This is an optimization exercise on Yosys and OpenROAD, whose aim is small area, a short achievable clock period and few clock cycles per item, not a production implementation. Only simulation tests tie the RTL to the original design; equivalence was not proved. No activity file was given, so power comes from the tool's default toggle rates.

File: run.sh
#!/bin/bash
# synth_recipe.tcl (not shown) runs the flow's synth.tcl, then flattens the netlist and writes it again
# the make line also repeats each setting of config.mk as NAME=value (left out here)
make -C /OpenROAD-flow-scripts/flow DESIGN_CONFIG=/design/flow/config.mk WORK_HOME=/design/flow/orfs CLKGATE_MAP_FILE= SYNTH_SCRIPT=/design/flow/synth_recipe.tcl finish
File: config.mk
export PLATFORM = sky130hd
export DESIGN_NAME = interval_set_union_query_top
export DESIGN_NICKNAME = interval_set_union_query_top
export VERILOG_FILES = /design/flow/design.v
export SDC_FILE = /design/flow/constraint.sdc
export NUM_CORES = 4
export LEC_CHECK = 0
export CAP_MARGIN = 20
export CELL_PAD_IN_SITES_DETAIL_PLACEMENT = 1
export CELL_PAD_IN_SITES_GLOBAL_PLACEMENT = 1
export CORE_MARGIN = 2
export CORE_UTILIZATION = 25
export GPL_ROUTABILITY_DRIVEN = 1
export GPL_TIMING_DRIVEN = 1
export PLACE_DENSITY = 0.42
export SLEW_MARGIN = 20
File: constraint.sdc
create_clock -name core_clock -period 8.0 [get_ports {clk}]
set_input_delay 1.6000 -clock core_clock [delete_from_list [all_inputs] [get_ports {clk}]]
set_output_delay 1.6000 -clock core_clock [all_outputs]
set_load 0.01 [all_outputs]
File: design.v
package isuq_pkg;
  localparam int unsigned FIELD_W   = 20;
  localparam int unsigned INDEX_W   = 5;
  localparam int unsigned COUNT_W   = 6;
  localparam int unsigned CAPACITY  = 32;
  localparam int unsigned KEY_WIDTH = 20;
  localparam int unsigned PTR_W     = $clog2(CAPACITY);
  typedef enum logic [1:0] {
    OP_CLEAR  = 2'd0,
    OP_INSERT = 2'd1,
    OP_QUERY  = 2'd2,
    OP_READ   = 2'd3
  } op_t;
  typedef enum logic [1:0] {
    ST_OK       = 2'd0,
    ST_FULL     = 2'd1,
    ST_REVERSED = 2'd2
  } status_t;
endpackage
import isuq_pkg::*;
module isuq_cell #(
  parameter bit INV = 1'b0                        
) (
  input  logic                           clk,
  input  logic                           lo_load,   
  input  logic                           lo_left,   
  input  logic                           lo_right,  
  input  logic                           hi_load,
  input  logic                           hi_left,
  input  logic                           hi_right,
  input  logic [isuq_pkg::KEY_WIDTH-1:0] wr_low,    
  input  logic [isuq_pkg::KEY_WIDTH-1:0] wr_high,
  input  logic [isuq_pkg::KEY_WIDTH-1:0] wr_low_n,
  input  logic [isuq_pkg::KEY_WIDTH-1:0] wr_high_n,
  input  logic [isuq_pkg::KEY_WIDTH-1:0] probe_p,
  input  logic [isuq_pkg::KEY_WIDTH-1:0] probe_q,
  input  logic [isuq_pkg::KEY_WIDTH-1:0] probe_l,
  input  logic [isuq_pkg::KEY_WIDTH-1:0] probe_h,
  input  logic [isuq_pkg::KEY_WIDTH-1:0] left_low,    
  input  logic [isuq_pkg::KEY_WIDTH-1:0] left_high,   
  input  logic [isuq_pkg::KEY_WIDTH-1:0] right_low,
  input  logic [isuq_pkg::KEY_WIDTH-1:0] right_high,
  output logic [isuq_pkg::KEY_WIDTH-1:0] low,         
  output logic [isuq_pkg::KEY_WIDTH-1:0] high,
  output logic [isuq_pkg::KEY_WIDTH-1:0] low_st,      
  output logic [isuq_pkg::KEY_WIDTH-1:0] high_st,
  output logic                           hi_lt_q,
  output logic                           lo_gt_p,
  output logic                           lo_lt_l,
  output logic                           hi_gt_h
);
  logic [KEY_WIDTH-1:0] low_r, high_r, wl, wh;
  assign wl      = INV ? wr_low  : wr_low_n;
  assign wh      = INV ? wr_high : wr_high_n;
  assign low_st  = low_r;
  assign high_st = high_r;
  assign low     = INV ? ~low_r  : low_r;
  assign high    = INV ? ~high_r : high_r;
  isuq_lt u_hi_lt_q (.a(high),    .b(probe_q), .lt(hi_lt_q));
  isuq_lt u_lo_gt_p (.a(probe_p), .b(low),     .lt(lo_gt_p));
  isuq_lt u_lo_lt_l (.a(low),     .b(probe_l), .lt(lo_lt_l));
  isuq_lt u_hi_gt_h (.a(probe_h), .b(high),    .lt(hi_gt_h));
  always_ff @(posedge clk) begin
    if (lo_load || lo_left || lo_right)
      low_r <= ~(({KEY_WIDTH{lo_load}} & wl) | ({KEY_WIDTH{lo_left}} & left_low) |
                 ({KEY_WIDTH{lo_right}} & right_low));
    if (hi_load || hi_left || hi_right)
      high_r <= ~(({KEY_WIDTH{hi_load}} & wh) | ({KEY_WIDTH{hi_left}} & left_high) |
                  ({KEY_WIDTH{hi_right}} & right_high));
  end
endmodule
module isuq_lt (
  input  logic [isuq_pkg::KEY_WIDTH-1:0] a,
  input  logic [isuq_pkg::KEY_WIDTH-1:0] b,
  output logic                           lt
);
  logic [31:0] g [6];
  logic [31:0] p [6];
  always_comb begin
    g[0] = '0;
    p[0] = '1;
    g[0][isuq_pkg::KEY_WIDTH-1:0] = ~a & b;
    p[0][isuq_pkg::KEY_WIDTH-1:0] = ~a | b;
    for (int s = 0; s < 5; s++) begin
      g[s+1] = '0;
      p[s+1] = '1;
      for (int i = 0; i < (32 >> (s + 1)); i++) begin
        g[s+1][i] = g[s][2*i+1] | (p[s][2*i+1] & g[s][2*i]);
        p[s+1][i] = p[s][2*i+1] & p[s][2*i];
      end
    end
  end
  assign lt = g[5][0];
endmodule
import isuq_pkg::*;
module isuq_row (
  input  logic                           clk,
  input  logic [isuq_pkg::CAPACITY-1:0]  used,
  input  logic [isuq_pkg::KEY_WIDTH-1:0] probe_p,
  input  logic [isuq_pkg::KEY_WIDTH-1:0] probe_q,
  input  logic [isuq_pkg::KEY_WIDTH-1:0] probe_l,
  input  logic [isuq_pkg::KEY_WIDTH-1:0] probe_h,
  input  logic [isuq_pkg::KEY_WIDTH-1:0] wr_low,
  input  logic [isuq_pkg::KEY_WIDTH-1:0] wr_high,
  output logic [isuq_pkg::CAPACITY-1:0]  bef,
  output logic [isuq_pkg::CAPACITY-1:0]  aft,
  output logic [isuq_pkg::CAPACITY-1:0]  lo_lt,
  output logic [isuq_pkg::CAPACITY-1:0]  hi_gt,
  input  logic [isuq_pkg::CAPACITY-1:0]  lo_load,
  input  logic [isuq_pkg::CAPACITY-1:0]  lo_left,
  input  logic [isuq_pkg::CAPACITY-1:0]  lo_right,
  input  logic [isuq_pkg::CAPACITY-1:0]  hi_load,
  input  logic [isuq_pkg::CAPACITY-1:0]  hi_left,
  input  logic [isuq_pkg::CAPACITY-1:0]  hi_right,
  input  logic [isuq_pkg::CAPACITY-1:0]  sel,
  output logic [isuq_pkg::KEY_WIDTH-1:0] rd_low,
  output logic [isuq_pkg::KEY_WIDTH-1:0] rd_high
);
  logic [KEY_WIDTH-1:0] cell_low [CAPACITY];
  logic [KEY_WIDTH-1:0] cell_high [CAPACITY];
  logic [KEY_WIDTH-1:0] st_low [CAPACITY];     
  logic [KEY_WIDTH-1:0] st_high [CAPACITY];
  logic [CAPACITY-1:0]  hi_lt_q, lo_gt_p;
  for (genvar g = 0; g < CAPACITY; g++) begin : g_cell
    localparam int unsigned NB_L = (g > 0) ? g - 1 : 0;
    localparam int unsigned NB_R = (g < CAPACITY - 1) ? g + 1 : g;
    isuq_cell #(.INV(g % 2 == 1)) u_cell (
      .clk,
      .lo_load    (lo_load[g]),
      .lo_left    (lo_left[g]),
      .lo_right   (lo_right[g]),
      .hi_load    (hi_load[g]),
      .hi_left    (hi_left[g]),
      .hi_right   (hi_right[g]),
      .wr_low,
      .wr_high,
      .wr_low_n   (~wr_low),
      .wr_high_n  (~wr_high),
      .probe_p,
      .probe_q,
      .probe_l,
      .probe_h,
      .left_low   (st_low[NB_L]),
      .left_high  (st_high[NB_L]),
      .right_low  (st_low[NB_R]),
      .right_high (st_high[NB_R]),
      .low        (cell_low[g]),
      .high       (cell_high[g]),
      .low_st     (st_low[g]),
      .high_st    (st_high[g]),
      .hi_lt_q    (hi_lt_q[g]),
      .lo_gt_p    (lo_gt_p[g]),
      .lo_lt_l    (lo_lt[g]),
      .hi_gt_h    (hi_gt[g])
    );
  end
  assign bef = used & hi_lt_q;
  assign aft = ~used | lo_gt_p;
  always_comb begin
    rd_low  = '0;
    rd_high = '0;
    for (int i = 0; i < CAPACITY; i++) begin
      rd_low  = rd_low  | (cell_low[i]  & {KEY_WIDTH{sel[i]}});
      rd_high = rd_high | (cell_high[i] & {KEY_WIDTH{sel[i]}});
    end
  end
endmodule
import isuq_pkg::*;
module interval_set_union_query_top (
  input  logic                    clk,
  input  logic                    rst_n,
  input  logic                    in_valid,
  output logic                    in_ready,
  input  logic [1:0]              in_operation,
  input  logic [19:0]             in_range_low,
  input  logic [19:0]             in_range_high,
  input  logic [19:0]             in_probe_key,
  input  logic [4:0]              in_entry_index,
  output logic                    out_valid,
  input  logic                    out_ready,
  output logic                    out_hit,
  output logic [19:0]             out_entry_low,
  output logic [19:0]             out_entry_high,
  output logic                    out_entry_valid,
  output logic [5:0]              out_interval_count,
  output logic [1:0]              out_status
);
  localparam int unsigned KW = KEY_WIDTH;
  localparam int unsigned N  = CAPACITY;
  localparam int unsigned CW = $clog2(CAPACITY + 1);
  logic          s_v;                  
  logic [1:0]    s_op;
  logic [KW-1:0] s_lo, s_hi, s_key;
  logic [4:0]    s_idx;
  logic          h_v;                  
  logic [1:0]    h_op;
  logic          h_rev;
  logic [KW-1:0] h_lo, h_hi, h_p, h_q;
  logic [4:0]    h_idx;
  logic          in_acc, h_take, b_take;
  assign in_ready = !s_v;
  assign in_acc   = in_valid && !s_v;
  assign h_take   = !h_v || b_take;
  logic [1:0]    e_op;
  logic [KW-1:0] e_lo, e_hi, e_key;
  logic [4:0]    e_idx;
  assign e_op  = s_v ? s_op  : in_operation;
  assign e_lo  = s_v ? s_lo  : in_range_low;
  assign e_hi  = s_v ? s_hi  : in_range_high;
  assign e_key = s_v ? s_key : in_probe_key;
  assign e_idx = s_v ? s_idx : in_entry_index;
  logic [KW-1:0] e_p, e_q;
  logic          e_rev;
  isuq_lt u_rev (.a(e_hi), .b(e_lo), .lt(e_rev));
  always_comb begin
    if (e_op == OP_QUERY) begin
      e_p = e_key;
      e_q = e_key;
    end else begin
      e_p = (&e_hi) ? e_hi : e_hi + 1'b1;
      e_q = (e_lo == '0) ? e_lo : e_lo - 1'b1;
    end
  end
  always_ff @(posedge clk) begin
    if (!rst_n) begin
      s_v <= 1'b0;
      h_v <= 1'b0;
    end else begin
      if (h_take) begin
        h_v <= s_v || in_acc;
        s_v <= 1'b0;
      end else if (in_acc) begin
        s_v <= 1'b1;
      end
    end
    if (!h_take && in_acc) begin
      s_op <= in_operation; s_lo <= in_range_low; s_hi <= in_range_high;
      s_key <= in_probe_key; s_idx <= in_entry_index;
    end
    if (h_take) begin
      h_op <= e_op; h_rev <= e_rev;
      h_lo <= e_lo; h_hi <= e_hi; h_p <= e_p; h_q <= e_q; h_idx <= e_idx;
    end
  end
  logic [CW-1:0] count_r, count_nxt;
  logic [N-1:0]  used, c_bef, c_aft, c_lo, c_hi;
  logic [N-1:0]  lo_load, lo_left, lo_right, hi_load, hi_left, hi_right, sel_idx;
  logic [KW-1:0] rd_low, rd_high;
  logic          b_v;
  logic [1:0]    b_op;
  logic          b_rev;
  logic [KW-1:0] b_lo, b_hi;
  logic [4:0]    b_idx;
  logic [N-1:0]  v_bef, v_aft, v_lo, v_hi;    
  logic          p_bef, p_aft, p_lo, p_hi;    
  always_comb
    for (int i = 0; i < N; i++) used[i] = (CW'(i) < count_r);
  isuq_row u_row (
    .clk, .used, .probe_p(h_p), .probe_q(h_q), .probe_l(h_lo), .probe_h(h_hi),
    .wr_low(b_lo), .wr_high(b_hi),
    .bef(c_bef), .aft(c_aft), .lo_lt(c_lo), .hi_gt(c_hi),
    .lo_load, .lo_left, .lo_right, .hi_load, .hi_left, .hi_right,
    .sel(sel_idx), .rd_low, .rd_high
  );
  logic n_bef, n_aft, n_lo, n_hi;
  isuq_lt u_p_bef (.a(b_hi), .b(h_q),  .lt(n_bef));
  isuq_lt u_p_aft (.a(h_p),  .b(b_lo), .lt(n_aft));
  isuq_lt u_p_lo  (.a(b_lo), .b(h_lo), .lt(n_lo));
  isuq_lt u_p_hi  (.a(h_hi), .b(b_hi), .lt(n_hi));
  logic          u_grow, u_one, u_shrink, u_part, u_clear;
  logic [N-1:0]  u_bef;
  logic [N-1:0]  bef, aft, lo_lt, hi_gt;
  always_comb begin
    for (int i = 0; i < N; i++) begin
      logic ufst, upast;
      logic [3:0] prv, cur, nxt;
      ufst  = !u_bef[i] && (i == 0 || u_bef[(i > 0) ? i - 1 : 0]);
      upast = (i > 0) && !u_bef[(i > 0) ? i - 1 : 0];
      cur = {v_bef[i], v_aft[i], v_lo[i], v_hi[i]};
      prv = (i > 0) ? {v_bef[(i > 0) ? i - 1 : 0], v_aft[(i > 0) ? i - 1 : 0],
                       v_lo[(i > 0) ? i - 1 : 0], v_hi[(i > 0) ? i - 1 : 0]} : 4'b0100;
      nxt = (i < N - 1) ? {v_bef[(i < N - 1) ? i + 1 : i], v_aft[(i < N - 1) ? i + 1 : i],
                           v_lo[(i < N - 1) ? i + 1 : i], v_hi[(i < N - 1) ? i + 1 : i]}
                        : 4'b0100;
      if (u_clear)
        {bef[i], aft[i], lo_lt[i], hi_gt[i]} = 4'b0100;
      else if (ufst && u_grow)
        {bef[i], aft[i], lo_lt[i], hi_gt[i]} = {p_bef, p_aft, p_lo, p_hi};
      else if (ufst && u_one)
        {bef[i], aft[i], lo_lt[i], hi_gt[i]} =
          {p_bef && cur[3], p_aft && cur[2], p_lo || cur[1], p_hi || cur[0]};
      else if (ufst && u_shrink)
        {bef[i], aft[i], lo_lt[i], hi_gt[i]} =
          {p_bef && nxt[3], p_aft && cur[2], p_lo || cur[1], p_hi || nxt[0]};
      else if (upast && u_grow)
        {bef[i], aft[i], lo_lt[i], hi_gt[i]} = prv;
      else if (upast && (u_shrink || u_part))
        {bef[i], aft[i], lo_lt[i], hi_gt[i]} = nxt;
      else
        {bef[i], aft[i], lo_lt[i], hi_gt[i]} = cur;
    end
  end
  logic          ov_r;
  logic          o_hit_r, o_ev_r;
  logic [KW-1:0] o_lo_r, o_hi_r;
  logic [1:0]    o_st_r;
  logic [N-1:0]  fst, past;
  logic          any, two, three, full, is_ins, ins_ok, exec, consume, ev;
  logic          grow, one, shrink, part;
  assign fst  = ~bef & {bef[N-2:0], 1'b1};    
  assign past = ~{bef[N-2:0], 1'b1};           
  logic [N-1:0]  v_abs, u_fst;
  logic [5:1]    run;                           
  logic          vb_f, va_f, vb_f1, va_f1, ab_f, ab_f1, bef_m, aft_m, m_abs;
  logic [1:0]    gone;
  assign v_abs = ~v_bef & ~v_aft;
  always_comb begin
    run = '0;
    for (int i = 0; i < N; i++) begin
      logic r;
      r = 1'b1;
      for (int j = 1; j <= 5; j++) begin
        if (i + j - 1 < N) r = r && v_abs[(i + j - 1 < N) ? i + j - 1 : 0];
        else r = 1'b0;
        run[j] = run[j] || r;
      end
    end
  end
  assign u_fst = ~u_bef & {u_bef[N-2:0], 1'b1};
  assign vb_f  = |(u_fst & v_bef);
  assign va_f  = |(u_fst & v_aft);
  assign vb_f1 = |(u_fst & (v_bef >> 1));
  assign va_f1 = |(u_fst & ({1'b1, v_aft[N-1:1]}));
  assign ab_f  = !vb_f && !va_f;
  assign ab_f1 = !vb_f1 && !va_f1;
  assign bef_m = p_bef && (u_grow || (u_one && vb_f) || (u_shrink && vb_f1));
  assign aft_m = p_aft && (u_grow || va_f);
  assign m_abs = (u_grow || u_one || u_shrink) && !bef_m && !aft_m;
  assign gone  = 2'((u_one || u_shrink) && ab_f) + 2'((u_shrink || u_part) && ab_f1);
  always_comb begin
    if (u_clear) begin
      any = 1'b0; two = 1'b0; three = 1'b0;
    end else if (m_abs) begin
      unique case (gone)
        2'd0:    begin any = 1'b1;   two = run[1]; three = run[2]; end
        2'd1:    begin any = run[1]; two = run[2]; three = run[3]; end
        default: begin any = run[2]; two = run[3]; three = run[4]; end
      endcase
    end else begin
      unique case (gone)
        2'd0:    begin any = run[1]; two = run[2]; three = run[3]; end
        2'd1:    begin any = run[2]; two = run[3]; three = run[4]; end
        default: begin any = run[3]; two = run[4]; three = run[5]; end
      endcase
    end
  end
  always_comb
    for (int i = 0; i < N; i++) sel_idx[i] = (b_idx == 5'(i));
  assign is_ins  = (b_op == OP_INSERT) && !b_rev;
  assign full    = !any && count_r == CW'(N);
  assign ins_ok  = is_ins && !full;
  assign exec    = b_v && (!ov_r || out_ready);
  assign consume = exec && !(ins_ok && three);
  assign b_take  = !b_v || consume;
  assign grow   = exec && ins_ok && !any;
  assign one    = exec && ins_ok && any && !two;
  assign shrink = exec && ins_ok && two && !three;
  assign part   = exec && ins_ok && three;
  always_comb begin
    for (int i = 0; i < N; i++) begin
      logic hg_next;
      hg_next = (i < N - 1) ? hi_gt[(i < N - 1) ? i + 1 : i] : 1'b0;
      lo_load[i]  = fst[i] && (grow || ((one || shrink) && !lo_lt[i]));
      hi_load[i]  = fst[i] && (grow || (one && !hi_gt[i]) || (shrink && !hg_next));
      lo_left[i]  = (i > 0) && past[i] && grow;
      hi_left[i]  = (i > 0) && past[i] && grow;
      lo_right[i] = (i < N - 1) && past[i] && (shrink || part);
      hi_right[i] = (i < N - 1) && ((past[i] && (shrink || part)) ||
                                    (fst[i] && shrink && hg_next));
    end
  end
  always_comb begin
    count_nxt = count_r;
    if (exec) begin
      if (b_op == OP_CLEAR) count_nxt = '0;
      else if (ins_ok && !any) count_nxt = count_r + 1'b1;
      else if (ins_ok && two) count_nxt = count_r - 1'b1;
    end
  end
  assign ev = (b_op == OP_READ) && used[b_idx];
  always_ff @(posedge clk) begin
    if (!rst_n) begin
      b_v     <= 1'b0;
      count_r <= '0;
      ov_r    <= 1'b0;
      u_grow <= 1'b0; u_one <= 1'b0; u_shrink <= 1'b0; u_part <= 1'b0; u_clear <= 1'b0;
    end else begin
      if (b_take) b_v <= h_v;
      count_r <= count_nxt;
      if (consume) ov_r <= 1'b1;
      else if (out_ready) ov_r <= 1'b0;
      u_grow <= grow; u_one <= one; u_shrink <= shrink; u_part <= part;
      u_clear <= exec && (b_op == OP_CLEAR);
    end
    u_bef <= bef;
    if (b_take) begin
      b_op <= h_op; b_rev <= h_rev; b_lo <= h_lo; b_hi <= h_hi; b_idx <= h_idx;
      v_bef <= c_bef; v_aft <= c_aft; v_lo <= c_lo; v_hi <= c_hi;
      p_bef <= n_bef; p_aft <= n_aft; p_lo <= n_lo; p_hi <= n_hi;
    end else begin
      v_bef <= bef; v_aft <= aft; v_lo <= lo_lt; v_hi <= hi_gt;
    end
    if (consume) begin
      o_hit_r <= (b_op == OP_QUERY) && any;
      o_ev_r  <= ev;
      o_lo_r  <= ev ? rd_low  : '0;
      o_hi_r  <= ev ? rd_high : '0;
      o_st_r  <= (b_op == OP_INSERT && b_rev) ? ST_REVERSED :
                 (is_ins && full) ? ST_FULL : ST_OK;
    end
  end
  assign out_valid          = ov_r;
  assign out_hit            = o_hit_r;
  assign out_entry_low      = o_lo_r;
  assign out_entry_high     = o_hi_r;
  assign out_entry_valid    = o_ev_r;
  assign out_interval_count = 6'(count_r);
  assign out_status         = o_st_r;
endmodule
==> results.txt, run 1 <==
Critical path origin=u_bef[14]; Sequential Area=0.0498 sq mm; WL/cell=50.0 um; Reg-to-Reg Start=u_bef[14]; Hold Crit Class=reg -> reg; clk sinks=1,706; delay-heaviest family, CP=compound AO/OA/AOI/OAI gates; gr usage total=0.390; Slowest-stage cell, CP=a2111oi_0; Starting DRT DRC Count=33,500; Final Slew Violations=0; antenna violations before repair=58; CTS resizes=0; syn_nets=14,600; I/O Buffers=122; max-cap violations=0; largest net degree at the start of global routing=91; Ys Warns=11; most frequent cell on the critical path=nand3_1; Final GP Congestion=1.02; root buffer cell=clkbuf_16; Multi-input gate area=0.0691 sq mm; DR vias/cell=7.08; Starting Density=0.251; Worst Skew=0.0696 ns; Die Footprint=0.513 sq mm; Hold WS=0.426 ns; Num CTS Buffers=238; pre-CTS WS=0.905 ns; Rel. slew slack=0.0751; Seq/Total Area, Yosys=0.393; Syn-to-layout area delta=15.4%; stages on the worst setup path=21; DRC=0; Nets=14,100; leading cell type in the layout, fill and taps excluded=edfxtp_1; Detailed Routing Iterations Pass 1=13; Final Hold Viols=0; core region area=0.505 sq mm; Filler cells=57,800; overall die width=716 um; share of cells above drive strength 1=0.114; Final Cycle Share=0.929; FMAX=135 MHz; CTS Hold Buffers Added=0; worst reg2reg setup slack=0.57 ns; via count of the routed design=148,000; Least-Margin Pin Slew=1.37 ns; design area=0.146 sq mm; Leak=45.5 nW; dpl hpwl=796,000 um; Setup Viol. Count Final=0; final WL=1,050,000 um; number of synthesized flops with an enable pin=1,563; DP Area=0.138 sq mm; setup bufs post-CTS=0; pwr dens=201 mW/mm^2; CTS max path bufs=4; grt ovf=0; commonest non-fill, non-tap cells in the layout=edfxtp_1, nor2_1, o21ai_0; peak supply drop=0.181 mV; dominant synthesized flop cell=edfxtp_1; crit start category=flop; Syn Area/Cell=8.74 sq um; worst r2r path cells=21; flops & latches, synth=1,706; Synth cell types=100; clock slew at reported path FFs=0.06 ns; CTS tree=yes; WP data required=8.90 ns; CP endpoint kind=flop; critical-path maximum fanout=48; Max H-tree Level=4; status=timing/DRC/antenna clean; first-pass GRT wire length=1,370,000 um; Syn Inst Count=14,500; crit path to=v_bef[13]; kind of critical path=reg -> reg; Post-Syn Area=0.127 sq mm; Reg2Reg Capture Point=v_bef[13]; number of global-route vias before repair=138,000; crit-path cells=nor2b_1 > buf_4 > a22o_1 > nor4_1 > nand3_1 > or3_1 > inv_1 > ha_1 > nand3_1 > a2111oi_0 > o2bb2ai_1 > mux2i_1 > a21oi_4 > nor2b_4 > buf_12 > buf_12 > a21oi_1 > buf_4 > nand3_1 > a31oi_1 > a211o_1; RSZ-0062 raised after global routing=false; CP max stage delay=1.03 ns; setup ws final=0.567 ns; ANT nets after route=0; Die H=716 um; worst path bufs/invs=5; worst skew pair latency=1.02 ns; CP arrival=8.33 ns; Rows=261; I/O pin total=123; setup TNS=0 ns; async set-reset flop share out of synthesis=0; Final min period=7.43 ns
[synthesized netlist by cell type (all sizes together) (51+ instances only)]
master	n	share of area
edfxtp	1563	0.37
clkbuf	1342	0.040
nor2	1338	0.040
o21ai	1199	0.047
a21oi	1126	0.045
a222oi	1041	0.082
nand2	1022	0.030
maj3	669	0.053
inv	605	0.018
o22ai	533	0.026
a221oi	505	0.035
buf	407	0.015
a22oi	288	0.017
a31oi	248	0.012
nor3	195	0.0078
nand3	159	0.0063
o221ai	153	0.011
dfxtp	143	0.023
o2111ai	136	0.0094
nor4	117	0.0058
nand2b	116	0.0057
a211oi	110	0.0065
o31ai	109	0.0065
nor2b	102	0.0051
o211ai	96	0.0057
or3	92	0.0045
a221o	69	0.0055
a22o	59	0.0041
nand3b	57	0.0034
a21o	51	0.0030
[stage by stage]
stage               instances  power, mW   util
global route            20900       29.8  0.289
floorplan               14500       13.7      -
CTS                     20900       29.1  0.289
detailed placement      20400       17.7  0.274
global placement        20400       17.6  0.273
finish                  20900       29.3  0.289
[registers in the layout, indices dropped and copies added (netlist names), 32 cells and up]
name / count
u_row.g_cell.u_cell.high_r: 640
u_bef: 32
u_row.g_cell.u_cell.low_r: 640
v_lo: 32
v_aft: 32
v_hi: 32
v_bef: 32
[per-layer routing]
layer | GRT usage | wire (um) | up-vias
met5 | 0.00189 | 377 | -
met4 | 0.237 | 77000 | 32
li1 | - | - | 57200
met3 | 0.0897 | 118000 | 2187
met1 | 0.535 | 430000 | 76600
met2 | 0.552 | 421000 | 12000
[kinds of logic after synthesis]
family | synth area share
simple gates | 0.119
flops | 0.393
xor+xnor | 0.00228
buf+inv | 0.0739
mux | 0.00665
fa+ha+maj | 0.0539
compound gates | 0.351
[worst min-delay path by stage]
stage / start / to / slack (ns) / cells past startpoint
global placement: h_op[0] / b_op[0] / 0.41 / 0
global route: h_op[0] / b_op[0] / 0.44 / 0
CTS: h_op[0] / b_op[0] / 0.42 / 0
floorplan: h_idx[0] / b_idx[0] / 0.40 / 0
finish: h_op[0] / b_op[0] / 0.43 / 0
detailed placement: h_op[0] / b_op[0] / 0.41 / 0
[report_power, final]
group / internal (mW) / switching (mW) / leakage (nW)
clock network: 6.54 / 4.96 / 3.83
registers: 10.0 / 0.751 / 15.2
logic: 1.79 / 5.29 / 26.5
[cell type report]
cell class	count	share of cell area
repair buffers	991	0.0582
multi-input cells	10400	0.473
inverters	632	0.0163
well taps	6706	0.0574
diodes	33	0.000565
clock inverters	141	0.0101
clock buffers	303	0.0438
flip-flops and latches	1706	0.341
Testbench counts, summed over its fixed seeds: cycles 12,495, items 12,000.
==> inputs of run 2 (changes only) <==
--- a/design.v
+++ b/design.v
@@ -268,14 +268,14 @@
   isuq_lt u_p_lo  (.a(b_lo), .b(h_lo), .lt(n_lo));
   isuq_lt u_p_hi  (.a(h_hi), .b(b_hi), .lt(n_hi));
   logic          u_grow, u_one, u_shrink, u_part, u_clear;
-  logic [N-1:0]  u_bef;
+  logic [N-1:0]  u_fst, u_past;              
   logic [N-1:0]  bef, aft, lo_lt, hi_gt;
   always_comb begin
     for (int i = 0; i < N; i++) begin
       logic ufst, upast;
       logic [3:0] prv, cur, nxt;
-      ufst  = !u_bef[i] && (i == 0 || u_bef[(i > 0) ? i - 1 : 0]);
-      upast = (i > 0) && !u_bef[(i > 0) ? i - 1 : 0];
+      ufst  = u_fst[i];
+      upast = u_past[i];
       cur = {v_bef[i], v_aft[i], v_lo[i], v_hi[i]};
       prv = (i > 0) ? {v_bef[(i > 0) ? i - 1 : 0], v_aft[(i > 0) ? i - 1 : 0],
                        v_lo[(i > 0) ? i - 1 : 0], v_hi[(i > 0) ? i - 1 : 0]} : 4'b0100;
@@ -309,10 +309,10 @@
   logic          grow, one, shrink, part;
   assign fst  = ~bef & {bef[N-2:0], 1'b1};    
   assign past = ~{bef[N-2:0], 1'b1};           
-  logic [N-1:0]  v_abs, u_fst;
+  logic [N-1:0]  v_abs;
   logic [5:1]    run;                           
   logic          vb_f, va_f, vb_f1, va_f1, ab_f, ab_f1, bef_m, aft_m, m_abs;
-  logic [1:0]    gone;
+  logic          gone_f, gone_f1;
   assign v_abs = ~v_bef & ~v_aft;
   always_comb begin
     run = '0;
@@ -326,7 +326,6 @@
       end
     end
   end
-  assign u_fst = ~u_bef & {u_bef[N-2:0], 1'b1};
   assign vb_f  = |(u_fst & v_bef);
   assign va_f  = |(u_fst & v_aft);
   assign vb_f1 = |(u_fst & (v_bef >> 1));
@@ -336,23 +335,17 @@
   assign bef_m = p_bef && (u_grow || (u_one && vb_f) || (u_shrink && vb_f1));
   assign aft_m = p_aft && (u_grow || va_f);
   assign m_abs = (u_grow || u_one || u_shrink) && !bef_m && !aft_m;
-  assign gone  = 2'((u_one || u_shrink) && ab_f) + 2'((u_shrink || u_part) && ab_f1);
+  assign gone_f  = (u_one || u_shrink) && ab_f;      
+  assign gone_f1 = (u_shrink || u_part) && ab_f1;
   always_comb begin
-    if (u_clear) begin
-      any = 1'b0; two = 1'b0; three = 1'b0;
-    end else if (m_abs) begin
-      unique case (gone)
-        2'd0:    begin any = 1'b1;   two = run[1]; three = run[2]; end
-        2'd1:    begin any = run[1]; two = run[2]; three = run[3]; end
-        default: begin any = run[2]; two = run[3]; three = run[4]; end
-      endcase
-    end else begin
-      unique case (gone)
-        2'd0:    begin any = run[1]; two = run[2]; three = run[3]; end
-        2'd1:    begin any = run[2]; two = run[3]; three = run[4]; end
-        default: begin any = run[3]; two = run[4]; three = run[5]; end
-      endcase
-    end
+    logic up, same, dn1, dn2;
+    up   = m_abs && !gone_f && !gone_f1;
+    same = (m_abs && (gone_f ^ gone_f1)) || (!m_abs && !gone_f && !gone_f1);
+    dn1  = (m_abs && gone_f && gone_f1) || (!m_abs && (gone_f ^ gone_f1));
+    dn2  = !m_abs && gone_f && gone_f1;
+    any   = !u_clear && (up || (same && run[1]) || (dn1 && run[2]) || (dn2 && run[3]));
+    two   = !u_clear && ((up && run[1]) || (same && run[2]) || (dn1 && run[3]) || (dn2 && run[4]));
+    three = !u_clear && ((up && run[2]) || (same && run[3]) || (dn1 && run[4]) || (dn2 && run[5]));
   end
   always_comb
     for (int i = 0; i < N; i++) sel_idx[i] = (b_idx == 5'(i));
@@ -402,7 +395,8 @@
       u_grow <= grow; u_one <= one; u_shrink <= shrink; u_part <= part;
       u_clear <= exec && (b_op == OP_CLEAR);
     end
-    u_bef <= bef;
+    u_fst  <= fst;
+    u_past <= past;
     if (b_take) begin
       b_op <= h_op; b_rev <= h_rev; b_lo <= h_lo; b_hi <= h_hi; b_idx <= h_idx;
       v_bef <= c_bef; v_aft <= c_aft; v_lo <= c_lo; v_hi <= c_hi;
--- a/config.mk
+++ b/config.mk
@@ -9,8 +9,10 @@
 export CELL_PAD_IN_SITES_DETAIL_PLACEMENT = 1
 export CELL_PAD_IN_SITES_GLOBAL_PLACEMENT = 1
 export CORE_MARGIN = 2
-export CORE_UTILIZATION = 25
+export CORE_UTILIZATION = 20
 export GPL_ROUTABILITY_DRIVEN = 1
 export GPL_TIMING_DRIVEN = 1
-export PLACE_DENSITY = 0.42
+export PLACE_DENSITY = 0.35
+export SETUP_SLACK_MARGIN = 3
 export SLEW_MARGIN = 20
+export TNS_END_PERCENT = 5
==> run 2 against run 1 <==
  * Sequential share of layout area is 2.4 points lower
  * Sequential power hardly changed
  * Final cell count is 15% higher
  * Via count is 4.3% higher
  * Total power is 3.7% higher
  * Combinational power is 9.6% higher
  * Global-route usage is 5.4 points lower
  * First-iteration DRC count is 19% lower
  * Critical endpoint is now v_lo[4]
==> results.txt, run 2 <==
worst skew pair latency=1.03 ns (was 1.02 ns); flops & latches, synth=1,736 (was 1,706); CP endpoint kind=flop (unchanged); kind of critical path=reg -> reg (unchanged); RSZ-0062 raised after global routing=true (was false); Placed Cells=23,200 (was 20,400); Post-Syn Area=0.132 sq mm (was 0.127 sq mm); Starting Density=0.201 (was 0.251); Num CTS Buffers=266 (was 238); root buffer cell=clkbuf_16 (unchanged); Seq/Total Area, Yosys=0.381 (was 0.393); setup TNS=0 ns (unchanged); share of cells above drive strength 1=0.148 (was 0.114); Rows=298 (was 261); peak supply drop=0.185 mV (was 0.181 mV); Syn Area/Cell=8.60 sq um (was 8.74 sq um); Reg-to-Reg Start=h_lo[1] (was u_bef[14]); Syn-to-layout area delta=20.3% (was 15.4%); Least-Margin Pin Slew=1.39 ns (was 1.37 ns); I/O Buffers=122 (unchanged); Hold Crit Class=reg -> reg (unchanged); dominant synthesized flop cell=edfxtp_1 (unchanged); Ys Warns=11 (unchanged); pwr dens=191 mW/mm^2 (was 201 mW/mm^2); async set-reset flop share out of synthesis=0 (unchanged); clk sinks=1,736 (was 1,706); Final Hold Viols=0 (unchanged); Die H=817 um (was 716 um); gr usage total=0.336 (was 0.390); CTS tree=yes (unchanged); main area contributors after synthesis=edfxtp_1, a21oi_1, a222oi_1 (was edfxtp_1, a222oi_1, maj3_1); CP arrival=6.24 ns (was 8.33 ns); grt ovf=0 (unchanged); core region area=0.659 sq mm (was 0.505 sq mm); WP data required=8.87 ns (was 8.90 ns); Multi-input gate area=0.0756 sq mm (was 0.0691 sq mm); Nets=15,200 (was 14,100); synth cell count leaders=edfxtp_1, clkbuf_1, a21oi_1 (was edfxtp_1, nor2_1, clkbuf_1); first-pass GRT wire length=1,520,000 um (was 1,370,000 um); Final GP Congestion=0.971 (was 1.02); area leader, netlist=edfxtp_1 (unchanged); I/O pin total=123 (unchanged); CTS Hold Buffers Added=0 (unchanged); Filler cells=75,300 (was 57,800); Leak=47.4 nW (was 45.5 nW); Rel. slew slack=0.0663 (was 0.0751); PnR Total Power=30.4 mW (was 29.3 mW); number of global-route vias before repair=143,000 (was 138,000); status=timing/DRC/antenna clean (unchanged); via count of the routed design=154,000 (was 148,000); largest net degree at the start of global routing=125 (was 91); CTS max path bufs=4 (unchanged); final WL=1,190,000 um (was 1,050,000 um); worst r2r path cells=16 (was 21); critical-path maximum fanout=18 (was 48); Final Slew Violations=0 (unchanged); commonest non-fill, non-tap cells in the layout=edfxtp_1, a21oi_1, nor2_1 (was edfxtp_1, nor2_1, o21ai_0); DR vias/cell=6.43 (was 7.08); max-cap violations=0 (unchanged); crit start category=flop (unchanged); clock slew at reported path FFs=0.05 ns (was 0.06 ns); Starting DRT DRC Count=27,000 (was 33,500); largest registers=u_row.g_cell.u_cell.high_r (640), u_row.g_cell.u_cell.low_r (640) (unchanged); Syn Inst Count=15,400 (was 14,500); top-count cell post-synth=edfxtp_1 (unchanged); Synth top area share=0.355 (was 0.370); min-delay src=h_idx[0] (was h_op[0]); ANT nets after route=0 (unchanged); Max H-tree Level=5 (was 4); Final Cycle Share=0.672 (was 0.929); leading cell type in the layout, fill and taps excluded=edfxtp_1 (unchanged); Final min period=5.38 ns (was 7.43 ns); Setup Viol. Count Final=0 (unchanged); WL/cell=49.6 um (was 50.0 um); Die Footprint=0.668 sq mm (was 0.513 sq mm); syn_nets=15,500 (was 14,600); Sequential Area=0.0505 sq mm (was 0.0498 sq mm); DRC=0 (unchanged); hold depth=0 (unchanged); Synth cell types=107 (was 100); Detailed Routing Iterations Pass 1=11 (was 13); number of synthesized flops with an enable pin=1,563 (unchanged); fin cells=24,000 (was 20,900); dpl hpwl=873,000 um (was 796,000 um); Worst Skew=0.0609 ns (was 0.0696 ns); antenna violations before repair=88 (was 58); Critical path origin=h_lo[1] (was u_bef[14]); overall die width=817 um (was 716 um); FMAX=186 MHz (was 135 MHz)
run 2: critical path, cell delays in order (launching register included):
cell,delay (ns)
edfxtp_1,0.35
buf_4,0.23
nand2_4,0.25
buf_4,0.22
o21a_1,0.15
o21ai_0,0.36
o31ai_1,0.59
o221ai_1,0.21
o211ai_1,0.20
buf_4,0.20
a2bb2oi_1,0.08
a221oi_1,0.66
o2111ai_1,0.66
a222oi_1,0.56
o22ai_1,0.19
o2111ai_1,0.14
o311ai_1,0.15
run 2: final timing paths:
kind | to | slack (ns)
worst min-delay path | b_idx[0] | 0.42
worst max-delay path | v_lo[4] | 2.62
worst max register to register | v_lo[4] | 2.62
worst min register to register | b_idx[0] | 0.42
run 2: layout make-up:
class | instances | area share
inverters | 621 | 0.0151
clock buffers | 349 | 0.0454
repair buffers | 1240 | 0.0722
well taps | 8700 | 0.0684
clock inverters | 110 | 0.00604
multi-input cells | 11200 | 0.475
diodes | 43 | 0.000676
repair inverters | 2 | 0.000102
flip-flops and latches | 1736 | 0.317
run 2: repair_timing:
action / 4_1_cts / 5_1_grt
gates cloned: 28 / 21
pin swaps: 32 / 54
buffers inserted: 168 / 75
endpoints found under the hold margin: 0 / 0
endpoints found under the setup margin: 2979 / 2320
resized for setup: 223 / 270
run 2: where the power goes:
part           leakage (nW)  switching (mW)  internal, mW
Combinational          30.8            5.84          1.92
Clock                  3.98            5.37          6.68
Sequential             12.5           0.485          10.1
run 2: metrics by stage:
step | hold slack (ns) | util | area, sq um | worst slack (ns)
4_1_cts | 0.419 | 0.238 | 157000 | 2.61
3_3_place_gp | 0.401 | 0.220 | 145000 | 0.823
2_1_floorplan | 0.400 | - | 132000 | 2.47
5_1_grt | 0.427 | 0.242 | 159000 | 2.75
3_5_place_dp | 0.406 | 0.221 | 145000 | 1.38
6_report | 0.416 | 0.242 | 159000 | 2.62
run 2: routing by layer:
metal / part of all wire / track usage / vias up
met4: 0.066 / 0.185 / 32
met1: 0.44 / 0.474 / 82100
met2: 0.41 / 0.480 / 9661
met5: 0.00017 / 0 / -
li1: - / - / 60600
met3: 0.089 / 0.0619 / 2023
run 2: cells by family (layout without fill, tap and decap cells):
| logic type | after synthesis | count (layout) | share of synthesized area |
|---|---|---|---|
| compound gates | 6772 | 6793 | 0.360 |
| simple gates | 3626 | 3634 | 0.124 |
| buf+inv | 2460 | 2322 | 0.0743 |
| flops | 1736 | 1736 | 0.381 |
| fa+ha+maj | 662 | 662 | 0.0510 |
| mux | 93 | 93 | 0.00763 |
| xor+xnor | 34 | 34 | 0.00225 |
| other cells | 0 | 43 | 0 |
Testbench counts of run 2, summed over its fixed seeds: cycles 12,495, items 12,000.
==> inputs of run 3 (changes only) <==
--- a/design.v
+++ b/design.v
@@ -194,11 +194,11 @@
   logic [4:0]    s_idx;
   logic          h_v;                  
   logic [1:0]    h_op;
-  logic          h_rev;
   logic [KW-1:0] h_lo, h_hi, h_p, h_q;
   logic [4:0]    h_idx;
   logic          in_acc, h_take, b_take;
-  assign in_ready = !s_v;
+  logic          rdy_r;                 
+  assign in_ready = rdy_r;
   assign in_acc   = in_valid && !s_v;
   assign h_take   = !h_v || b_take;
   logic [1:0]    e_op;
@@ -209,28 +209,30 @@
   assign e_hi  = s_v ? s_hi  : in_range_high;
   assign e_key = s_v ? s_key : in_probe_key;
   assign e_idx = s_v ? s_idx : in_entry_index;
-  logic [KW-1:0] e_p, e_q;
-  logic          e_rev;
-  isuq_lt u_rev (.a(e_hi), .b(e_lo), .lt(e_rev));
-  always_comb begin
-    if (e_op == OP_QUERY) begin
-      e_p = e_key;
-      e_q = e_key;
-    end else begin
-      e_p = (&e_hi) ? e_hi : e_hi + 1'b1;
-      e_q = (e_lo == '0) ? e_lo : e_lo - 1'b1;
-    end
+  logic [KW-1:0] e_p, e_q, i_p, i_q, k_p, k_q;
+  always_comb begin
+    i_p = (in_operation == OP_QUERY) ? in_probe_key :
+          (&in_range_high) ? in_range_high : in_range_high + 1'b1;
+    i_q = (in_operation == OP_QUERY) ? in_probe_key :
+          (in_range_low == '0) ? in_range_low : in_range_low - 1'b1;
+    k_p = (s_op == OP_QUERY) ? s_key : (&s_hi) ? s_hi : s_hi + 1'b1;
+    k_q = (s_op == OP_QUERY) ? s_key : (s_lo == '0) ? s_lo : s_lo - 1'b1;
   end
+  assign e_p = s_v ? k_p : i_p;
+  assign e_q = s_v ? k_q : i_q;
   always_ff @(posedge clk) begin
     if (!rst_n) begin
-      s_v <= 1'b0;
-      h_v <= 1'b0;
+      s_v   <= 1'b0;
+      rdy_r <= 1'b1;
+      h_v   <= 1'b0;
     end else begin
       if (h_take) begin
-        h_v <= s_v || in_acc;
-        s_v <= 1'b0;
+        h_v   <= s_v || in_acc;
+        s_v   <= 1'b0;
+        rdy_r <= 1'b1;
       end else if (in_acc) begin
-        s_v <= 1'b1;
+        s_v   <= 1'b1;
+        rdy_r <= 1'b0;
       end
     end
     if (!h_take && in_acc) begin
@@ -238,7 +240,7 @@
       s_key <= in_probe_key; s_idx <= in_entry_index;
     end
     if (h_take) begin
-      h_op <= e_op; h_rev <= e_rev;
+      h_op <= e_op;
       h_lo <= e_lo; h_hi <= e_hi; h_p <= e_p; h_q <= e_q; h_idx <= e_idx;
     end
   end
@@ -262,7 +264,8 @@
     .lo_load, .lo_left, .lo_right, .hi_load, .hi_left, .hi_right,
     .sel(sel_idx), .rd_low, .rd_high
   );
-  logic n_bef, n_aft, n_lo, n_hi;
+  logic n_bef, n_aft, n_lo, n_hi, n_rev;
+  isuq_lt u_rev   (.a(h_hi), .b(h_lo), .lt(n_rev));
   isuq_lt u_p_bef (.a(b_hi), .b(h_q),  .lt(n_bef));
   isuq_lt u_p_aft (.a(h_p),  .b(b_lo), .lt(n_aft));
   isuq_lt u_p_lo  (.a(b_lo), .b(h_lo), .lt(n_lo));
@@ -300,7 +303,8 @@
         {bef[i], aft[i], lo_lt[i], hi_gt[i]} = cur;
     end
   end
-  logic          ov_r;
+  logic          ov_r, o_v_r;            
+  logic [CW-1:0] o_cnt_r;                
   logic          o_hit_r, o_ev_r;
   logic [KW-1:0] o_lo_r, o_hi_r;
   logic [1:0]    o_st_r;
@@ -309,10 +313,10 @@
   logic          grow, one, shrink, part;
   assign fst  = ~bef & {bef[N-2:0], 1'b1};    
   assign past = ~{bef[N-2:0], 1'b1};           
-  logic [N-1:0]  v_abs;
   logic [5:1]    run;                           
   logic          vb_f, va_f, vb_f1, va_f1, ab_f, ab_f1, bef_m, aft_m, m_abs;
   logic          gone_f, gone_f1;
+  logic [N-1:0]  v_abs;
   assign v_abs = ~v_bef & ~v_aft;
   always_comb begin
     run = '0;
@@ -386,25 +390,30 @@
       b_v     <= 1'b0;
       count_r <= '0;
       ov_r    <= 1'b0;
+      o_v_r   <= 1'b0;
       u_grow <= 1'b0; u_one <= 1'b0; u_shrink <= 1'b0; u_part <= 1'b0; u_clear <= 1'b0;
     end else begin
       if (b_take) b_v <= h_v;
       count_r <= count_nxt;
-      if (consume) ov_r <= 1'b1;
-      else if (out_ready) ov_r <= 1'b0;
+      if (consume) begin
+        ov_r <= 1'b1; o_v_r <= 1'b1;
+      end else if (out_ready) begin
+        ov_r <= 1'b0; o_v_r <= 1'b0;
+      end
       u_grow <= grow; u_one <= one; u_shrink <= shrink; u_part <= part;
       u_clear <= exec && (b_op == OP_CLEAR);
     end
     u_fst  <= fst;
     u_past <= past;
     if (b_take) begin
-      b_op <= h_op; b_rev <= h_rev; b_lo <= h_lo; b_hi <= h_hi; b_idx <= h_idx;
+      b_op <= h_op; b_rev <= n_rev; b_lo <= h_lo; b_hi <= h_hi; b_idx <= h_idx;
       v_bef <= c_bef; v_aft <= c_aft; v_lo <= c_lo; v_hi <= c_hi;
       p_bef <= n_bef; p_aft <= n_aft; p_lo <= n_lo; p_hi <= n_hi;
     end else begin
       v_bef <= bef; v_aft <= aft; v_lo <= lo_lt; v_hi <= hi_gt;
     end
     if (consume) begin
+      o_cnt_r <= count_nxt;
       o_hit_r <= (b_op == OP_QUERY) && any;
       o_ev_r  <= ev;
       o_lo_r  <= ev ? rd_low  : '0;
@@ -413,11 +422,11 @@
                  (is_ins && full) ? ST_FULL : ST_OK;
     end
   end
-  assign out_valid          = ov_r;
+  assign out_valid          = o_v_r;
   assign out_hit            = o_hit_r;
   assign out_entry_low      = o_lo_r;
   assign out_entry_high     = o_hi_r;
   assign out_entry_valid    = o_ev_r;
-  assign out_interval_count = 6'(count_r);
+  assign out_interval_count = 6'(o_cnt_r);
   assign out_status         = o_st_r;
 endmodule
--- a/config.mk
+++ b/config.mk
@@ -9,10 +9,10 @@
 export CELL_PAD_IN_SITES_DETAIL_PLACEMENT = 1
 export CELL_PAD_IN_SITES_GLOBAL_PLACEMENT = 1
 export CORE_MARGIN = 2
-export CORE_UTILIZATION = 20
+export CORE_UTILIZATION = 25
 export GPL_ROUTABILITY_DRIVEN = 1
 export GPL_TIMING_DRIVEN = 1
-export PLACE_DENSITY = 0.35
-export SETUP_SLACK_MARGIN = 3
+export PLACE_DENSITY = 0.42
+export SETUP_SLACK_MARGIN = 4
 export SLEW_MARGIN = 20
 export TNS_END_PERCENT = 5
==> run 3 against run 2 <==
  * Still clean
  * Sequential power barely moved
  * Via count rose by 2.5%
  * Combinational power fell by 0.8%
  * First-iteration DRC count rose by 28%
  * Clock skew rose by 0.066 ns
  * Critical path depth fell by 1
  * Flip-flop and latch count rose by 6
  * Routed wire length fell by 0.38%
  * Critical endpoint is now v_bef[16]
  * Largest cell class unchanged
  * Largest power group unchanged
==> results.txt, run 3 <==
kind of critical path=reg -> reg (unchanged); WP data required=8.79 ns (was 8.87 ns); largest registers=u_row.g_cell.u_cell.high_r (640), u_row.g_cell.u_cell.low_r (640) (unchanged); hold depth=0 (unchanged); area leader, netlist=edfxtp_1 (unchanged); Rows=263 (was 298); clock slew at reported path FFs=0.06 ns (was 0.05 ns); antenna violations before repair=72 (was 88); overall die width=722 um (was 817 um); final WL=1,190,000 um (about the same); Syn Inst Count=14,700 (was 15,400); Ys Warns=11 (unchanged); Least-Margin Pin Slew=1.33 ns (was 1.39 ns); CTS Hold Buffers Added=0 (unchanged); Detailed Routing Iterations Pass 1=13 (was 11); Final GP Congestion=1.01 (was 0.971); fin cells=21,600 (was 24,000); commonest non-fill, non-tap cells in the layout=edfxtp_1, a222oi_1, nand2_1 (was edfxtp_1, a21oi_1, nor2_1); Die H=722 um (was 817 um); design area=0.160 sq mm (was 0.159 sq mm); number of synthesized flops with an enable pin=1,568 (was 1,563); crit start category=flop (unchanged); Die Footprint=0.521 sq mm (was 0.668 sq mm); main area contributors after synthesis=edfxtp_1, a222oi_1, a21oi_1 (was edfxtp_1, a21oi_1, a222oi_1); Post-Syn Area=0.129 sq mm (was 0.132 sq mm); Seq/Total Area, Yosys=0.392 (was 0.381); worst skew pair latency=1.05 ns (was 1.03 ns); Starting Density=0.251 (was 0.201); critical-path maximum fanout=8 (was 18); RSZ-0062 raised after global routing=true (unchanged); max-cap violations=0 (unchanged); hold endpoint=b_idx[2] (was b_idx[0]); Starting DRT DRC Count=34,500 (was 27,000); syn_nets=14,700 (was 15,500); top-count cell post-synth=edfxtp_1 (unchanged); async set-reset flop share out of synthesis=0 (unchanged); Setup Viol. Count Final=0 (unchanged); synth cell count leaders=edfxtp_1, clkbuf_1, a222oi_1 (was edfxtp_1, clkbuf_1, a21oi_1); DP Area=0.140 sq mm (was 0.145 sq mm); pwr dens=188 mW/mm^2 (was 191 mW/mm^2); Final min period=5.03 ns (was 5.38 ns); CTS max path bufs=4 (unchanged); grt ovf=0 (unchanged); min-delay src=h_idx[2] (was h_idx[0]); Final Cycle Share=0.629 (was 0.672); worst reg2reg setup slack=2.97 ns (was 2.62 ns); number of global-route vias before repair=146,000 (was 143,000); I/O pin total=123 (unchanged); ANT nets after route=0 (unchanged); flops & latches, synth=1,742 (was 1,736); Hold Crit Class=reg -> reg (unchanged); worst r2r path cells=15 (was 16); Leak=50.8 nW (was 47.4 nW); Final Slew Violations=0 (unchanged); I/O Buffers=122 (unchanged); status=timing/DRC/antenna clean (unchanged); via count of the routed design=158,000 (was 154,000); dominant synthesized flop cell=edfxtp_1 (unchanged); Synth cell types=91 (was 107); Sequential Area=0.0506 sq mm (was 0.0505 sq mm); dpl hpwl=848,000 um (was 873,000 um); Multi-input gate area=0.0734 sq mm (was 0.0756 sq mm); CTS tree=yes (unchanged); DRC=0 (unchanged); Max H-tree Level=4 (was 5); DR vias/cell=7.31 (was 6.43); Final Hold Viols=0 (unchanged); gr usage total=0.423 (was 0.336); peak supply drop=0.217 mV (was 0.185 mV); Filler cells=57,900 (was 75,300); Syn-to-layout area delta=23.7% (was 20.3%); share of cells above drive strength 1=0.181 (was 0.148); Reg-to-Reg Start=h_q[1] (was h_lo[1]); Worst Skew=0.127 ns (was 0.0609 ns); Nets=14,700 (was 15,200); Critical path origin=h_q[1] (was h_lo[1]); CP endpoint kind=flop (unchanged); Synth top area share=0.365 (was 0.355); largest net degree at the start of global routing=86 (was 125); Placed Cells=20,600 (was 23,200); core region area=0.513 sq mm (was 0.659 sq mm); root buffer cell=clkbuf_16 (unchanged); CP arrival=5.83 ns (was 6.24 ns); FMAX=199 MHz (was 186 MHz); setup TNS=0 ns (unchanged); clk sinks=1,742 (was 1,736); leading cell type in the layout, fill and taps excluded=edfxtp_1 (unchanged); first-pass GRT wire length=1,500,000 um (was 1,520,000 um); Num CTS Buffers=244 (was 266); WL/cell=54.9 um (was 49.6 um); Syn Area/Cell=8.80 sq um (was 8.60 sq um); Rel. slew slack=0.111 (was 0.0663); Reg2Reg Capture Point=v_bef[16] (was v_lo[4])
## run 3: worst max path at each step
stage | end | cells after the start
3_3_place_gp | u_row.g_cell[29].u_cell.high_r[0] | 15
3_5_place_dp | u_row.g_cell[29].u_cell.high_r[0] | 15
4_1_cts | u_row.g_cell[18].u_cell.low_r[12] | 17
6_report | v_bef[16] | 15
5_1_grt | v_lo[31] | 15
2_1_floorplan | s_hi[0] | 14
## run 3: critical path, stage by stage (launching register included)
cell	delay, ns
edfxtp_1	0.47
buf_4	0.21
clkinvlp_4	0.21
buf_4	0.25
o21a_1	0.24
o221ai_1	0.21
o221a_2	0.19
o2111ai_1	0.23
nand3_2	0.29
maj3_1	0.44
maj3_1	0.40
maj3_1	0.39
maj3_1	0.45
a211o_1	0.38
a21oi_4	0.31
o22ai_1	0.16
## run 3: cell type report
| type | instances | share of cell area |
|---|---|---|
| Multi-Input combinational cell | 10500 | 0.460 |
| Sequential cell | 1742 | 0.318 |
| Timing Repair Buffer | 1525 | 0.104 |
| Tap cell | 6757 | 0.0530 |
| Clock buffer | 320 | 0.0415 |
| Inverter | 624 | 0.0155 |
| Clock inverter | 127 | 0.00718 |
| Antenna cell | 40 | 0.000628 |
| Timing Repair inverter | 3 | 0.000275 |
## run 3: layer usage
layer	routed length [um]	global-route usage	up-vias
li1	-	-	59400
met1	452000	0.544	82000
met2	478000	0.607	13700
met3	151000	0.121	2913
met4	105000	0.295	28
met5	198	0.000555	-
## run 3: what timing repair did
item	in CTS	in global routing
gates resized for setup	732	613
cloned	36	69
buffers inserted	210	188
pin swaps	116	150
endpoints found under the setup margin	3067	3068
## run 3: kinds of logic after synthesis
family,count (synthesis),synth area share
AO/OA/AOI/OAI,6398,0.359
XOR/XNOR,63,0.00428
buffers and inverters,2430,0.0748
flip-flops,1742,0.392
AND/OR/NAND/NOR,3351,0.117
adder cells (fa/ha/maj),575,0.0448
multiplexers,93,0.00784
## run 3: power by group
group | switching (mW) | leakage (nW) | internal (mW)
registers | 0.694 | 15.8 | 10.2
clock network | 5.10 | 3.81 | 6.38
logic | 5.56 | 31.2 | 2.13
total | 11.4 | 50.8 | 18.7
## run 3: stage by stage
step | util | setup WS (ns) | hold slack, ns | total power [mW]
4_1_cts | 0.299 | 3.26 | 0.406 | 29.2
3_3_place_gp | 0.272 | 1.32 | 0.415 | 17.4
6_report | 0.311 | 2.97 | 0.413 | 30.0
5_1_grt | 0.311 | 3.00 | 0.415 | 30.3
3_5_place_dp | 0.273 | 1.69 | 0.415 | 17.5
2_1_floorplan | - | 2.52 | 0.400 | 13.6
Testbench counts of run 3, summed over its fixed seeds: cycles 12,495, items 12,000.
==> inputs of run 4 (changes only) <==
--- a/config.mk
+++ b/config.mk
@@ -10,6 +10,8 @@
 export CELL_PAD_IN_SITES_GLOBAL_PLACEMENT = 1
 export CORE_MARGIN = 2
 export CORE_UTILIZATION = 25
+export CTS_CLUSTER_DIAMETER = 120
+export CTS_CLUSTER_SIZE = 24
 export GPL_ROUTABILITY_DRIVEN = 1
 export GPL_TIMING_DRIVEN = 1
 export PLACE_DENSITY = 0.42
==> run 4 against run 3 <==
  * Sequential share of layout area increased by 1.3 points
  * Register-to-register slack improved by 0.03 ns
  * Setup slack improved by 0.028 ns
  * Critical path depth decreased by 1
  * Critical path type unchanged
  * Critical endpoint is now u_row.g_cell[8].u_cell.low_r[19]
  * Largest cell class unchanged
==> results.txt, run 4 <==
Syn Area/Cell=8.80 sq um (unchanged); largest net degree at the start of global routing=86 (unchanged); leading cell type in the layout, fill and taps excluded=edfxtp_1 (unchanged); I/O Buffers=122 (unchanged); Final Cycle Share=0.626 (was 0.629); Final Slew Violations=0 (unchanged); Sequential Area=0.0506 sq mm (about the same); first-pass GRT wire length=1,500,000 um (about the same); max-cap violations=0 (unchanged); Nets=14,400 (was 14,700); Synth cell types=91 (unchanged); area leader, netlist=edfxtp_1 (unchanged); gr usage total=0.424 (was 0.423); Starting Density=0.251 (unchanged); Rows=263 (unchanged); number of global-route vias before repair=146,000 (about the same); pre-CTS WS=1.69 ns (unchanged); Multi-input gate area=0.0729 sq mm (was 0.0734 sq mm); status=timing/DRC/antenna clean (unchanged); antenna violations before repair=74 (was 72); CP arrival=5.74 ns (was 5.83 ns); top-count cell post-synth=edfxtp_1 (unchanged); core region area=0.513 sq mm (unchanged); clk sinks=1,742 (unchanged); overall die width=722 um (unchanged); min-delay src=h_idx[2] (unchanged); kind of critical path=reg -> reg (unchanged); Num CTS Buffers=124 (was 244); number of synthesized flops with an enable pin=1,568 (unchanged); syn_nets=14,700 (unchanged); Seq/Total Area, Yosys=0.392 (unchanged); Leak=47.9 nW (was 50.8 nW); CTS max path bufs=4 (unchanged); Starting DRT DRC Count=34,600 (was 34,500); WP data required=8.73 ns (was 8.79 ns); flops & latches, synth=1,742 (unchanged); peak supply drop=0.206 mV (was 0.217 mV); clock slew at reported path FFs=0.11 ns (was 0.06 ns); Hold Crit Class=reg -> reg (unchanged); Die H=722 um (unchanged); Final GP Congestion=1.01 (unchanged); CTS tree=yes (unchanged); FMAX=200 MHz (was 199 MHz); crit-path cells=buf_12 > a22oi_2 > nand4_1 > nor4_2 > buf_4 > nand4_1 > buf_6 > mux2_4 > nand2_4 > o21ai_4 > a211o_4 > buf_8 > nor2_2 > a222oi_1 (was buf_4 > clkinvlp_4 > buf_4 > o21a_1 > o221ai_1 > o221a_2 > o2111ai_1 > nand3_2 > maj3_1 > maj3_1 > maj3_1 > maj3_1 > a211o_1 > a21oi_4 > o22ai_1); hold depth=0 (unchanged); Detailed Routing Iterations Pass 1=13 (unchanged); setup ws final=2.99 ns (was 2.97 ns); CP max stage delay=1.11 ns (was 0.47 ns); CTS Hold Buffers Added=0 (unchanged); Die Footprint=0.521 sq mm (unchanged); Slowest-stage cell, CP=nor2_2 (was edfxtp_1); DRC=0 (unchanged); WL/cell=55.0 um (was 54.9 um); root buffer cell=clkbuf_16 (unchanged); commonest non-fill, non-tap cells in the layout=edfxtp_1, a222oi_1, nand2_1 (unchanged); Rel. slew slack=0.0728 (was 0.111); Final min period=5.01 ns (was 5.03 ns); ANT nets after route=0 (unchanged); dpl hpwl=848,000 um (unchanged); Post-Syn Area=0.129 sq mm (unchanged); I/O pin total=123 (unchanged); Reg-to-Reg Start=v_aft[12] (was h_q[1]); share of cells above drive strength 1=0.162 (was 0.181); critical-path maximum fanout=27 (was 8); Syn Inst Count=14,700 (unchanged); dominant synthesized flop cell=edfxtp_1 (unchanged); async set-reset flop share out of synthesis=0 (unchanged); Synth top area share=0.365 (unchanged); hold endpoint=b_idx[2] (unchanged); DR vias/cell=7.34 (was 7.31); via count of the routed design=156,000 (was 158,000); worst reg2reg setup slack=2.99 ns (was 2.97 ns); grt ovf=0 (unchanged); crit start category=flop (unchanged); Final Hold Viols=0 (unchanged); Max H-tree Level=3 (was 4); Least-Margin Pin Slew=1.39 ns (was 1.33 ns); worst r2r path cells=14 (was 15); RSZ-0062 raised after global routing=true (unchanged); Filler cells=58,100 (was 57,900); worst skew pair latency=1.06 ns (was 1.05 ns); pwr dens=171 mW/mm^2 (was 188 mW/mm^2); worst path bufs/invs=4 (was 3); Worst Skew=0.117 ns (was 0.127 ns); Ys Warns=11 (unchanged); largest registers=u_row.g_cell.u_cell.high_r (640), u_row.g_cell.u_cell.low_r (640) (unchanged); main area contributors after synthesis=edfxtp_1, a222oi_1, a21oi_1 (unchanged); Reg2Reg Capture Point=u_row.g_cell[8].u_cell.low_r[19] (was v_bef[16]); setup TNS=0 ns (unchanged); CP endpoint kind=flop (unchanged); final WL=1,170,000 um (was 1,190,000 um); Syn-to-layout area delta=18.9% (was 23.7%); synth cell count leaders=edfxtp_1, clkbuf_1, a222oi_1 (unchanged); Setup Viol. Count Final=0 (unchanged); most frequent cell on the critical path=nand4_1 (was maj3_1); delay-heaviest family, CP=simple AND/OR/NAND/NOR gates (was compound AO/OA/AOI/OAI gates)
## run 4: report_power, final
part | internal, mW | switching [mW]
clock | 3.15 | 4.64
sequential | 10.2 | 0.697
combinational | 2.03 | 5.47
## run 4: cells by family after synthesis
family | count (synthesis) | synth area share
compound gates | 6398 | 0.359
simple gates | 3351 | 0.117
mux | 93 | 0.00784
xor+xnor | 63 | 0.00428
flops | 1742 | 0.392
buf+inv | 2430 | 0.0748
fa+ha+maj | 575 | 0.0448
## run 4: area by class of cell
cell class / count / area share
multi-input cells: 10500 / 0.476
flip-flops and latches: 1742 / 0.330
repair buffers: 1368 / 0.0939
well taps: 6757 / 0.0552
clock buffers: 132 / 0.0207
inverters: 624 / 0.0160
clock inverters: 89 / 0.00697
diodes: 42 / 0.000686
repair inverters: 2 / 0.000237
## run 4: timing repair
action,CTS,global route
setup buffers,218,58
setup endpoints to repair,3066,3067
pin swaps,150,61
resized for setup,824,287
cloned,48,22
## run 4: worst reg2reg max path, cell delays in order, from the launching register on
cell,delay [ns]
edfxtp_1,0.45
buf_12,0.18
a22oi_2,0.36
nand4_1,0.17
nor4_2,0.37
buf_4,0.20
nand4_1,0.11
buf_6,0.17
mux2_4,0.33
nand2_4,0.09
o21ai_4,0.10
a211o_4,0.42
buf_8,0.22
nor2_2,1.20
a222oi_1,0.33
## run 4: stage by stage
step	hold slack, ns	cells	power (mW)	util	instance area (sq um)
after floorplan	0.400	14700	13.6	-	129000
after global placement	0.415	20600	17.4	0.272	140000
after detailed placement	0.415	20600	17.5	0.273	140000
after CTS	0.417	21100	25.6	0.294	151000
after global routing	0.424	21200	26.3	0.298	153000
final	0.427	21300	26.1	0.298	153000
## run 4: metal layers
| metal | global-route usage | share of wire | vias up |
|---|---|---|---|
| li1 | - | - | 58800 |
| met5 | 0 | 0.00015 | - |
| met3 | 0.119 | 0.12 | 2707 |
| met4 | 0.294 | 0.086 | 26 |
| met1 | 0.547 | 0.39 | 81200 |
| met2 | 0.609 | 0.41 | 13300 |
## run 4: how the worst max path moves through the flow
stage / end / slack [ns] / start / depth (start not counted)
4_1_cts: v_hi[6] / 3.34 / h_hi[7] / 16
2_1_floorplan: s_hi[0] / 2.52 / u_fst[15] / 14
3_5_place_dp: u_row.g_cell[29].u_cell.high_r[0] / 1.69 / v_bef[10] / 15
6_report: u_row.g_cell[8].u_cell.low_r[19] / 2.99 / v_aft[12] / 14
3_3_place_gp: u_row.g_cell[29].u_cell.high_r[0] / 1.32 / v_aft[9] / 15
5_1_grt: u_row.g_cell[22].u_cell.high_r[5] / 3.05 / v_aft[12] / 22

[port drivers added, routing unchanged]
No port has a modelled driver above. Below, the same layouts with a new extraction and two added sets of constraints. Step 1, drivers: a clkbuf_16 drives clk and a buf_2 each remaining input, both assumed. Step 2 times the ports against the registers' clock, not the clock port: input delays grow and output delays shrink by t, the midpoint of the rising clock arrivals with the driver on. a / b / c = ideal ports / drivers / drivers and shift; a / b = the first two.
run	shift t [ns]	setup slack, ns	hold WS [ns]	worst register clock-pin slew, ns	pins driven straight from the clock port
run 1	1.104	0.567 / 0.567 / 0.567	0.426 / 0.426 / 0.426	0.07 / 0.07	1
run 2	1.145	2.623 / 2.623 / 1.907	0.416 / 0.416 / 0.416	0.07 / 0.07	1
run 3	1.130	2.967 / 2.967 / 2.116	0.413 / 0.413 / 0.413	0.07 / 0.07	1
run 4	1.141	2.995 / 2.995 / 2.136	0.427 / 0.427 / 0.427	0.12 / 0.12	1
After both steps setup and hold are still met in every run listed. The setup slack of run 4, which loses most, moves by 0.000 ns with the drivers and by -0.859 ns with both steps.
